Source: an optimization exercise on an open RTL-to-GDS flow (aim: small area, a short achievable clock period and few clock cycles). Production flows keep margins and buffers that such runs may drop. In this exercise RTL edits were held to simulation tests only and were not proved equivalent to the original. Power figures rest on the tool's default switching activity, not on a simulated workload. The flow treats the clock pin as an ideal source, which a real chip does not have.

## coreabc_ram_top
module coreabc_ram_top (
  input  logic        RWCLK,
  input  logic        RESETN,
  input  logic        WEN,
  input  logic        REN,
  input  logic [7:0]  WADDR,
  input  logic [7:0]  RADDR,
  input  logic [15:0] WD,
  input  logic [1:0]  WBE,
  output logic [15:0] RD,
  output logic        RVALID,
  output logic        BUSY
);
For scale: roughly 3500 flip-flops, roughly 56 I/O pins, ~0.12 mm^2 of cells after synthesis.
==> flow/config.mk <==
export PLATFORM = sky130hd
export DESIGN_NAME = coreabc_ram_top
export DESIGN_NICKNAME = coreabc_ram_top
export VERILOG_FILES = /design/flow/design.v
export SDC_FILE = /design/flow/constraint.sdc
export NUM_CORES = 4
export LEC_CHECK = 0
export CAP_MARGIN = 20
export CORE_MARGIN = 2
export CORE_UTILIZATION = 60
export SETUP_SLACK_MARGIN = 2.45
export SLEW_MARGIN = 20
export SYNTH_HIERARCHICAL = 1
==> flow/constraint.sdc <==
create_clock -name core_clock -period 4.6 [get_ports {RWCLK}]
set_input_delay 0.9200 -clock core_clock [delete_from_list [all_inputs] [get_ports {RWCLK}]]
set_output_delay 0.9200 -clock core_clock [all_outputs]
set_load 0.01 [all_outputs]
standard.sh (not shown) runs the stock make flow with config.mk's settings and CLKGATE_MAP_FILE= SYNTH_SCRIPT=/design/flow/synth_recipe.tcl, a recipe that flattens the netlist after the stock synthesis.
==> flow/flow/run.sh <==
#!/bin/bash
set -euo pipefail
bash standard.sh \
  MATCH_CELL_FOOTPRINT=0 \
  "BUFFER_PORTS_ARGS=-buffer_cell sky130_fd_sc_hd__buf_4" \
  "CTS_ARGS=-sink_clustering_enable -repair_clock_nets -dont_use_dummy_load -sink_clustering_size 25 -sink_clustering_max_diameter 100" \
  finish > make_finish.log 2>&1
Testbench counts at the start, summed over its fixed seeds: cycles 32,016.
Edit:
==> flow/flow/run.sh (replaced) <==
#!/bin/bash
set -euo pipefail
bash standard.sh \
  MATCH_CELL_FOOTPRINT=0 \
  "BUFFER_PORTS_ARGS=-buffer_cell sky130_fd_sc_hd__buf_4" \
  "CTS_ARGS=-sink_clustering_enable -repair_clock_nets -dont_use_dummy_load -sink_clustering_size 30 -sink_clustering_max_diameter 100" \
  finish > make_finish.log 2>&1
Settings changed: CORE_UTILIZATION 60 to 64, PLACE_DENSITY set to 0.68.
The new run produced a clean layout.
Final cell count came out lower by 1.3%.
Synthesized area stays the same.
Cell area came out higher by 0.44%.
Maximum frequency came out lower by 0.37%.
Via count came out higher by 2.6%.
Wire length came out higher by 0.38%.
Combinational power came out higher by 14%.
Edit:
==> flow/flow/run.sh (replaced) <==
#!/bin/bash
set -euo pipefail
bash standard.sh \
  MATCH_CELL_FOOTPRINT=0 \
  "BUFFER_PORTS_ARGS=-buffer_cell sky130_fd_sc_hd__buf_4" \
  "CTS_ARGS=-sink_clustering_enable -repair_clock_nets -dont_use_dummy_load -sink_clustering_size 25 -sink_clustering_max_diameter 100" \
  finish > make_finish.log 2>&1
Settings changed: CORE_UTILIZATION 64 to 60, PLACE_DENSITY 0.68 to unset, SETUP_SLACK_MARGIN 2.45 to 2.2.
The changed run finished with timing, DRC and antenna clean.
Routed wire length goes down by 3.7%.
Synthesized area stays the same.
Worst hold slack got worse by 15 ps.
Design area goes down by 1.6%.
Worst setup slack got worse by 180 ps.
Count of clock-buffer cells in the layout goes up by 24.
Sequential power hardly moves.
Edit:
==> flow/flow/run.sh (replaced) <==
#!/bin/bash
set -euo pipefail
bash standard.sh \
  MATCH_CELL_FOOTPRINT=0 \
  "BUFFER_PORTS_ARGS=-buffer_cell sky130_fd_sc_hd__buf_4" \
  "CTS_ARGS=-sink_clustering_enable -repair_clock_nets -dont_use_dummy_load -sink_clustering_size 30 -sink_clustering_max_diameter 100" \
  finish > make_finish.log 2>&1
Settings changed: SETUP_SLACK_MARGIN 2.2 to 2.45.
Effect: The changed run finished with timing, DRC and antenna clean. Synthesized area stays the same. Setup slack improved by 180 ps. Sequential share of layout area falls by 0.48 points. Worst hold slack got worse by 23 ps. Critical path depth falls by 1. Clock skew rises by 5.0 ps. Cell count rises by 0.66%. Clock-buffer cell count falls by 24. Die area stays the same. Via count rises by 1.2%. Power falls by 1.8%.

static timing again, ports no longer ideal:
The results above use ideal ports. As a check the final layouts listed here were re-extracted and re-timed, cells and wires unchanged.
Step 1: set_driving_cell puts a clkbuf_16 on RWCLK and a buf_2 on each other input, an assumption about the parent block.
Step 2, shift: input delay + t, output delay - t, t = (earliest + latest rising clock arrival at the registers) / 2. This alone moves slack from input paths to output paths.
a / b / c = ideal / step 1 / step 2; a / b = the first two.
run | t, ns | setup WS [ns] | cell pins on the clock port's net
the first run | 0.926 | 2.275 / 2.177 / 1.508 | 1
the second run | 0.935 | 2.266 / 2.167 / 1.540 | 1
the third run | 0.926 | 2.089 / 2.089 / 1.242 | 1
the fourth run | 0.936 | 2.265 / 2.167 / 1.457 | 1
After both steps setup and hold are still met in every run listed. The setup slack of the third run, which loses most, moves by 0.000 ns with the drivers and by -0.847 ns with both steps.
